Source: an optimization exercise on an open RTL-to-GDS flow (aim: small area, a short achievable clock period and few clock cycles per item). Production flows keep margins and buffers that such runs may drop. RTL that was checked went through simulation tests only; none was proved equivalent to the original.

==> inputs of build 35 <==
Design macc_control_top, start of the top module:
module macc_control_top (
  input logic clk,
  input logic rst_n,
  input logic mac_begin,
  input logic acc_begin,
  input macc_pkg::len_t conv_len,
  input macc_pkg::filt_t filter_num,
  input macc_pkg::data_t weight_in,
  input macc_pkg::data_t ifmap_in,
  input macc_pkg::data_t external_psum,
  input macc_pkg::acc_t internal_psum,
  output logic mul_enable,
  output logic acc_enable,
  output macc_pkg::len_t cnt_a,
  output macc_pkg::filt_t cnt_b,
  output macc_pkg::acc_t accum_out,
  output logic psum_store,
  output logic mac_finish,
  output logic acc_finish
);
  logic issue_first;
  logic issue_last;
  logic issue_end;
  logic run_acc;
  logic keep_d;
  logic use_i_d;
  logic op_last;
  logic op_end;
  macc_pkg::data_t op_w;
  logic [7:0] op_one;
  logic [7:0] op_two;
  logic [7:0] op_neg;
  macc_pkg::acc_t op_i;
  psum_sequencer u_seq (
    .clk (clk),
    .rst_n (rst_n),
    .mac_begin (mac_begin),
    .acc_begin (acc_begin),
    .conv_len (conv_len),
    .filter_num (filter_num),
    .issue_first (issue_first),
    .issue_last (issue_last),
    .issue_end (issue_end),
    .run_acc (run_acc),
    .mul_enable (mul_enable),
    .acc_enable (acc_enable),
    .cnt_a (cnt_a),
    .cnt_b (cnt_b)
  );
  operand_stage u_ops (
    .clk (clk),
    .rst_n (rst_n),
    .acc_enable (acc_enable),
  ...
export LEC_CHECK = 0
export CAP_MARGIN = 20
export CORE_MARGIN = 2
export CORE_UTILIZATION = 60
export SETUP_SLACK_MARGIN = 4.0
export SLEW_MARGIN = 20
export SYNTH_HIERARCHICAL = 1
export SYNTH_MINIMUM_KEEP_SIZE = 0
create_clock -name core_clock -period 7.0 [get_ports {clk}]
standard.sh (not shown) runs the stock make flow with config.mk's settings and CLKGATE_MAP_FILE= SYNTH_SCRIPT=/design/flow/synth_recipe.tcl, a recipe that flattens the netlist after the stock synthesis.
==> flow/flow/run.sh <==
#!/bin/bash
# standard layout, with the port buffers made from the smallest plain buffer
set -euo pipefail
export BUFFER_PORTS_ARGS="-buffer_cell sky130_fd_sc_hd__buf_1"
bash standard.sh > standard_flow.log 2>&1
==> trial 92 (differences from build 35) <==
- CORE_UTILIZATION: 60 -> 40
- SETUP_SLACK_MARGIN: 4.0 -> 3.8
==> build 34 (differences from build 35) <==
- CORE_UTILIZATION: 60 -> 40
==> impl_metrics.tcl <==
set metrics [dict create \
    dpl_cell_area_um2 14440 \
    skew_ns 0.02904 \
    status "finished clean" \
    place_ws_ns 3.573 \
]
Source of the figures above: build 34

==> impl_metrics.tcl <==
set metrics [dict create \
    start_kind "flop" \
    timing.fmax_ghz 0.3394 \
    grt.overflow.total 0 \
    final.setup.tns_ns 0 \
    dpl_cell_area_um2 14270 \
    status "finished clean" \
    skew_ns 0.01058 \
    n_antenna_cell 0 \
]
Source of the figures above: build 35

==> impl_metrics.tcl <==
set metrics [dict create \
    status "finished clean" \
    crit_path_end_kind "flop" \
    syn_to_final_growth_pct 5.785 \
    grt_setup_unrepaired "true" \
    dpl_cell_area_um2 14430 \
    skew_ns 0.01819 \
    reg2reg_depth 8 \
]
Source of the figures above: trial 92

No run of this note included a check of the RTL's function; only the layout flow was run.

* * *

==> v15: inputs <==
macc_control_top, a different RTL version from the one above (not shown whole).
Settings: LEC_CHECK=0, CAP_MARGIN=20, CORE_MARGIN=2, CORE_UTILIZATION=60, CTS_CLUSTER_DIAMETER=120, CTS_CLUSTER_SIZE=32, SETUP_SLACK_MARGIN=4.0, SLEW_MARGIN=20, SYNTH_HIERARCHICAL=1, SYNTH_MINIMUM_KEEP_SIZE=0; clock period 7.0 ns.
Scripts as last shown in full above: flow/flow/run.sh
==> v28 (differences from v15) <==
--- a/flow/design.v
+++ b/flow/design.v
@@ -449,13 +449,13 @@
   wire t36s, t36c;
   macc_fa u_t36s (.a(t29c), .b(t34s), .c(t35s), .s(t36s), .co(t36c));
   wire t37s, t37c;
   macc_fa u_t37s (.a(pp0_11), .b(pp1_9), .c(pp2_7), .s(t37s), .co(t37c));
   wire t38s, t38c;
-  macc_fa u_t38s (.a(pp3_5), .b(pp4_3), .c(sfb[11]), .s(t38s), .co(t38c));
+  macc_fa u_t38s (.a(pp3_5), .b(pp4_3), .c(pp5_1), .s(t38s), .co(t38c));
   wire t39s, t39c;
-  macc_fa u_t39s (.a(pp5_1), .b(cfb[11]), .c(t31c), .s(t39s), .co(t39c));
+  macc_fa u_t39s (.a(sfb[11]), .b(cfb[11]), .c(t31c), .s(t39s), .co(t39c));
   wire t40s, t40c;
   macc_fa u_t40s (.a(t32c), .b(t33c), .c(t37s), .s(t40s), .co(t40c));
   wire t41s, t41c;
   macc_fa u_t41s (.a(t38s), .b(t39s), .c(t34c), .s(t41s), .co(t41c));
   wire t42s, t42c;
@@ -489,13 +489,13 @@
   wire t56s, t56c;
   macc_fa u_t56s (.a(t54s), .b(t48c), .c(t55s), .s(t56s), .co(t56c));
   wire t57s, t57c;
   macc_fa u_t57s (.a(neg[7]), .b(pp0_14), .c(pp1_12), .s(t57s), .co(t57c));
   wire t58s, t58c;
-  macc_fa u_t58s (.a(pp2_10), .b(pp3_8), .c(pp4_6), .s(t58s), .co(t58c));
+  macc_fx u_t58s (.a(pp2_10), .b(pp3_8), .c(pp4_6), .s(t58s), .co(t58c));
   wire t59s, t59c;
-  macc_fa u_t59s (.a(pp5_4), .b(pp6_2), .c(pp7_0), .s(t59s), .co(t59c));
+  macc_fx u_t59s (.a(pp5_4), .b(pp6_2), .c(pp7_0), .s(t59s), .co(t59c));
   wire t60s, t60c;
   macc_fx u_t60s (.a(sfb[14]), .b(cfb[14]), .c(t50c), .s(t60s), .co(t60c));
   wire t61s, t61c;
   macc_fa u_t61s (.a(t51c), .b(t52c), .c(t57s), .s(t61s), .co(t61c));
   wire t62s, t62c;
@@ -509,11 +509,11 @@
   wire t66s, t66c;
   macc_fa u_t66s (.a(pp3_9), .b(pp4_7), .c(pp5_5), .s(t66s), .co(t66c));
   wire t67s, t67c;
   macc_fa u_t67s (.a(pp6_3), .b(pp7_1), .c(sfb[15]), .s(t67s), .co(t67c));
   wire t68s, t68c;
-  macc_fa u_t68s (.a(cfb[15]), .b(t57c), .c(t58c), .s(t68s), .co(t68c));
+  macc_fx u_t68s (.a(cfb[15]), .b(t57c), .c(t58c), .s(t68s), .co(t68c));
   wire t69s, t69c;
   macc_fa u_t69s (.a(t59c), .b(t65s), .c(t66s), .s(t69s), .co(t69c));
   wire t70s, t70c;
   macc_fx u_t70s (.a(t67s), .b(t60c), .c(t61c), .s(t70s), .co(t70c));
   wire t71s, t71c;
@@ -528,53 +528,54 @@
   wire t75s, t75c;
   macc_fa u_t75s (.a(pp5_6), .b(pp6_4), .c(pp7_2), .s(t75s), .co(t75c));
   wire t76s, t76c;
   macc_fx u_t76s (.a(sfb[16]), .b(cfb[16]), .c(t65c), .s(t76s), .co(t76c));
   wire t77s, t77c;
-  macc_fx u_t77s (.a(t66c), .b(t67c), .c(t73s), .s(t77s), .co(t77c));
+  macc_fa u_t77s (.a(t66c), .b(t67c), .c(t73s), .s(t77s), .co(t77c));
   wire t78s, t78c;
-  macc_fa u_t78s (.a(t74s), .b(t75s), .c(t76s), .s(t78s), .co(t78c));
+  macc_fx u_t78s (.a(t74s), .b(t75s), .c(t76s), .s(t78s), .co(t78c));
   wire t79s, t79c;
   macc_fa u_t79s (.a(t68c), .b(t69c), .c(t77s), .s(t79s), .co(t79c));
   wire t80s, t80c;
   macc_fx u_t80s (.a(t78s), .b(t70c), .c(t71c), .s(t80s), .co(t80c));
   wire t81s, t81c;
   macc_ha u_t81s (.a(t79s), .b(t80s), .s(t81s), .co(t81c));
-  wire t82s = ~pp1_15;
-  wire t82c = pp1_15;
+  wire t82s, t82c;
+  macc_xnor2 u_t82s (.a(pp1_15), .b(pp2_13), .y(t82s));
+  macc_or2 u_t82c (.a(pp1_15), .b(pp2_13), .y(t82c));
   wire t83s, t83c;
-  macc_fa u_t83s (.a(pp2_13), .b(pp3_11), .c(pp4_9), .s(t83s), .co(t83c));
+  macc_fa u_t83s (.a(pp3_11), .b(pp4_9), .c(pp5_7), .s(t83s), .co(t83c));
   wire t84s, t84c;
-  macc_fa u_t84s (.a(pp5_7), .b(pp6_5), .c(pp7_3), .s(t84s), .co(t84c));
+  macc_fa u_t84s (.a(pp6_5), .b(pp7_3), .c(sfb[17]), .s(t84s), .co(t84c));
   wire t85s, t85c;
-  macc_fx u_t85s (.a(sfb[17]), .b(cfb[17]), .c(t82s), .s(t85s), .co(t85c));
+  macc_fa u_t85s (.a(cfb[17]), .b(t73c), .c(t74c), .s(t85s), .co(t85c));
   wire t86s, t86c;
-  macc_fa u_t86s (.a(t73c), .b(t74c), .c(t75c), .s(t86s), .co(t86c));
+  macc_fx u_t86s (.a(t75c), .b(t82s), .c(t83s), .s(t86s), .co(t86c));
   wire t87s, t87c;
-  macc_fa u_t87s (.a(t83s), .b(t84s), .c(t85s), .s(t87s), .co(t87c));
+  macc_fx u_t87s (.a(t84s), .b(t76c), .c(t77c), .s(t87s), .co(t87c));
   wire t88s, t88c;
-  macc_fx u_t88s (.a(t76c), .b(t77c), .c(t78c), .s(t88s), .co(t88c));
+  macc_fa u_t88s (.a(t78c), .b(t85s), .c(t86s), .s(t88s), .co(t88c));
   wire t89s, t89c;
-  macc_fx u_t89s (.a(t86s), .b(t87s), .c(t79c), .s(t89s), .co(t89c));
+  macc_fa u_t89s (.a(t87s), .b(t79c), .c(t88s), .s(t89s), .co(t89c));
   wire t90s, t90c;
-  macc_fx u_t90s (.a(t88s), .b(t80c), .c(t89s), .s(t90s), .co(t90c));
+  macc_ha u_t90s (.a(t80c), .b(t81c), .s(t90s), .co(t90c));
   wire t91s, t91c;
   macc_fa u_t91s (.a(pp1_16), .b(pp2_14), .c(pp3_12), .s(t91s), .co(t91c));
   wire t92s, t92c;
   macc_fa u_t92s (.a(pp4_10), .b(pp5_8), .c(pp6_6), .s(t92s), .co(t92c));
   wire t93s, t93c;
   macc_fa u_t93s (.a(pp7_4), .b(sfb[18]), .c(cfb[18]), .s(t93s), .co(t93c));
   wire t94s, t94c;
   macc_fa u_t94s (.a(t82c), .b(t83c), .c(t84c), .s(t94s), .co(t94c));
   wire t95s, t95c;
-  macc_fa u_t95s (.a(t85c), .b(t91s), .c(t92s), .s(t95s), .co(t95c));
+  macc_fa u_t95s (.a(t91s), .b(t92s), .c(t93s), .s(t95s), .co(t95c));
   wire t96s, t96c;
-  macc_fx u_t96s (.a(t93s), .b(t86c), .c(t87c), .s(t96s), .co(t96c));
+  macc_fa u_t96s (.a(t85c), .b(t86c), .c(t94s), .s(t96s), .co(t96c));
   wire t97s, t97c;
-  macc_fx u_t97s (.a(t94s), .b(t95s), .c(t88c), .s(t97s), .co(t97c));
+  macc_fx u_t97s (.a(t95s), .b(t87c), .c(t88c), .s(t97s), .co(t97c));
   wire t98s, t98c;
-  macc_fa u_t98s (.a(t96s), .b(t97s), .c(t89c), .s(t98s), .co(t98c));
+  macc_fx u_t98s (.a(t96s), .b(t97s), .c(t89c), .s(t98s), .co(t98c));
   wire t99s, t99c;
   macc_xnor2 u_t99s (.a(pp2_15), .b(pp3_13), .y(t99s));
   macc_or2 u_t99c (.a(pp2_15), .b(pp3_13), .y(t99c));
   wire t100s, t100c;
   macc_fa u_t100s (.a(pp4_11), .b(pp5_9), .c(pp6_7), .s(t100s), .co(t100c));
@@ -756,11 +757,11 @@
   assign c_o[14] = t64s;
   assign s_o[15] = t64c;
   assign c_o[15] = t72s;
   assign s_o[16] = t72c;
   assign c_o[16] = t81s;
-  assign s_o[17] = t81c;
+  assign s_o[17] = t89s;
   assign c_o[17] = t90s;
   assign s_o[18] = t90c;
   assign c_o[18] = t98s;
   assign s_o[19] = t98c;
   assign c_o[19] = t106s;
==> flow/config.mk (replaced) <==
export PLATFORM = sky130hd
export DESIGN_NAME = macc_control_top
export DESIGN_NICKNAME = macc_control_top
export VERILOG_FILES = /design/flow/design.v
export SDC_FILE = /design/flow/constraint.sdc
export NUM_CORES = 4
export LEC_CHECK = 0
export CAP_MARGIN = 20
export CORE_MARGIN = 2
export CORE_UTILIZATION = 40
export SETUP_SLACK_MARGIN = 4.0
export SLEW_MARGIN = 20
export SYNTH_HIERARCHICAL = 1
export SYNTH_MINIMUM_KEEP_SIZE = 0
==> comparison table <==
| metric | v28 | v15 |
|---|---|---|
| Sum of met2 wire segment lengths after detailed routing | 14.80 mm | 13.65 mm |
| Combined area of all synthesized cells | 14250 sq um | 14240 sq um |
| Post-Place Cell Area | 14080 sq um | 13860 sq um |
| Clock slew at the register clock pins of the worst setup and hold paths | 0.06 ns | 0.12 ns |
| Global Route met2 Usage | 27.60% | 38.36% |
| 1st-pass router iterations | 7 | 6 |
| Tap Count | 461 | 319 |
| Cell count after placement | 1708 | 1562 |
| Capturing point of the worst reg2reg path | u_mac.c_q[17] | u_mac.c_q[24] |
| Vias after detailed routing | 9109 | 8766 |
| Placement Rows | 69 | 56 |
| Run status | finished clean | finished clean |
| WP depth | 9 | 8 |
| Utilization after layout | 44.32% | 63.11% |
| Via count of the first global-routing pass | 9284 | 8689 |
| Non-clk bufs | 201 | 185 |
Testbench counts of v15, summed over its fixed seeds: cycles 24,347, items 22,427.
No functional check of the RTL was part of v28.

* * *

==> run F: inputs <==
macc_control_top, a different RTL version from the one above (not shown whole).
// macc_control_top
module macc_control_top (
  input logic clk,
  input logic rst_n,
  input logic mac_begin,
  input logic acc_begin,
  input macc_pkg::len_t conv_len,
  input macc_pkg::filt_t filter_num,
  input macc_pkg::data_t weight_in,
  input macc_pkg::data_t ifmap_in,
  input macc_pkg::data_t external_psum,
  input macc_pkg::acc_t internal_psum,
  output logic mul_enable,
  output logic acc_enable,
  output macc_pkg::len_t cnt_a,
  output macc_pkg::filt_t cnt_b,
  output macc_pkg::acc_t accum_out,
  output logic psum_store,
  output logic mac_finish,
  output logic acc_finish
);
==> flow/config.mk <==
export PLATFORM = sky130hd
export DESIGN_NAME = macc_control_top
export DESIGN_NICKNAME = macc_control_top
export VERILOG_FILES = /design/flow/design.v
export SDC_FILE = /design/flow/constraint.sdc
export NUM_CORES = 4
export LEC_CHECK = 0
export CAP_MARGIN = 20
export CORE_MARGIN = 2
export CORE_UTILIZATION = 40
export SETUP_SLACK_MARGIN = 4.0
export SLEW_MARGIN = 20
export SYNTH_HIERARCHICAL = 1
export SYNTH_MINIMUM_KEEP_SIZE = 0
==> flow/constraint.sdc <==
create_clock -name core_clock -period 7.0 [get_ports {clk}]
set_input_delay 1.4000 -clock core_clock [delete_from_list [all_inputs] [get_ports {clk}]]
set_output_delay 1.4000 -clock core_clock [all_outputs]
set_load 0.01 [all_outputs]
run.sh (not shown) runs the stock make flow with config.mk's settings and CLKGATE_MAP_FILE= SYNTH_SCRIPT=/design/flow/synth_recipe.tcl, a recipe that flattens the netlist after the stock synthesis.
Stock flow here: none of the scripts above is used.
==> run H: changes against run F <==
==> flow/flow/run.sh (new file) <==
#!/bin/bash
# standard layout, with the port buffers made from the smallest plain buffer
set -euo pipefail
export BUFFER_PORTS_ARGS="-buffer_cell sky130_fd_sc_hd__buf_1"
bash standard.sh > standard_flow.log 2>&1
==> flow/standard.sh (new file) <==
#!/bin/bash
# synth_recipe.tcl (not shown) runs the flow's synth.tcl, then flattens the netlist and writes it again
# the make line also repeats each setting of config.mk as NAME=value (left out here)
make -C /OpenROAD-flow-scripts/flow DESIGN_CONFIG=/design/flow/config.mk WORK_HOME=/design/flow/orfs CLKGATE_MAP_FILE= SYNTH_SCRIPT=/design/flow/synth_recipe.tcl "${@:-finish}"
- CTS_BUF_LIST: default -> sky130_fd_sc_hd__clkbuf_4
- SETUP_SLACK_MARGIN: 4.0 -> 4.3
removed: flow/run.sh
==> run C: changes against run F <==
==> flow/flow/run.sh (new file) <==
#!/bin/bash
# standard layout, with the port buffers made from the smallest plain buffer
set -euo pipefail
export BUFFER_PORTS_ARGS="-buffer_cell sky130_fd_sc_hd__buf_1"
bash standard.sh > standard_flow.log 2>&1
==> flow/standard.sh (new file) <==
#!/bin/bash
# synth_recipe.tcl (not shown) runs the flow's synth.tcl, then flattens the netlist and writes it again
# the make line also repeats each setting of config.mk as NAME=value (left out here)
make -C /OpenROAD-flow-scripts/flow DESIGN_CONFIG=/design/flow/config.mk WORK_HOME=/design/flow/orfs CLKGATE_MAP_FILE= SYNTH_SCRIPT=/design/flow/synth_recipe.tcl "${@:-finish}"
- SETUP_SLACK_MARGIN: 4.0 -> 4.3
removed: flow/run.sh
==> qor summary <==
metric	run C	run H	run F
DR top layer	met4	met4	met5
Core utilization of the finished layout	48.71%	48.53%	48.48%
Proportion of cell area occupied by registers	25.10%	25.32%	25.22%
Post-route cell area	0.01775 mm²	0.01768 mm²	0.01766 mm²
Final HPWL DP	23850 µm	23850 µm	23660 µm
Clock Skew	0.01107 ns	0.07545 ns	0.009919 ns
Share of post-route cells with drive strength above 1	25.13%	30.64%	18.32%
Critical Setup Path Class	reg2reg	reg2reg	reg2out
Outcome	timing/DRC/antenna clean	timing/DRC/antenna clean	timing/DRC/antenna clean
# resized after CTS	112	180	58
Number of clock buffers inserted by TritonCTS	27	60	26
Crit path max fanout	6	7	4
Weighted congestion at the end of routability-driven global placement	0.8428	0.8428	0.8285
Antenna violations before repair	1	2	1
Cell Area, Placed	0.01467 mm²	0.01467 mm²	0.01552 mm²
Met3 wire length	2329 µm	2495 µm	1899 µm
Insertion delay to the later sink of the worst-skew pair	0.56 ns	0.79 ns	0.55 ns
Synth-to-layout area growth	20.65%	20.21%	20.09%
Average wire per cell in the routed design	18.45 µm	17.66 µm	17.00 µm
Testbench counts of run F, summed over its fixed seeds: cycles 24,347, items 22,427.
Testbench counts of run H, summed over its fixed seeds: cycles 24,347, items 22,427.
Testbench counts of run C, summed over its fixed seeds: cycles 24,347, items 22,427.

==> re-timing with driven ports <==
Ports are ideal in the flow. The routed layouts listed here were re-timed in OpenROAD. Step 1 assumes that a clkbuf_16 drives the clock port and a buf_2 every other input. Step 2 times the ports against the registers' clock, not the clock port: input delays grow and output delays shrink by t, the midpoint of the rising clock arrivals with the driver on. Slacks: ideal ports / drivers / drivers and shift; pairs: ideal ports / drivers.
| run | shift t [ns] | setup WS [ns] | worst register clock-pin slew, ns |
|---|---|---|---|
| build 35 | 0.575 | 4.054 / 4.054 / 3.890 | 0.06 / 0.06 |
| trial 92 | 0.603 | 3.912 / 3.912 / 3.888 | 0.06 / 0.06 |
| build 34 | 0.607 | 4.031 / 4.031 / 3.872 | 0.06 / 0.06 |
| v15 | 0.530 | 4.062 / 4.062 / 3.911 | 0.12 / 0.12 |
| v28 | 0.589 | 4.038 / 4.038 / 3.792 | 0.06 / 0.06 |
| run F | 0.596 | 4.071 / 4.018 / 3.651 | 0.06 / 0.06 |
| run H | 0.805 | 3.978 / 3.978 / 3.918 | 0.07 / 0.07 |
| run C | 0.605 | 4.024 / 4.024 / 3.875 | 0.06 / 0.06 |
After both steps every run listed still meets setup and hold. For run F, which loses most, drivers alone change the setup slack by -0.053 ns; drivers and shift together by -0.420 ns.
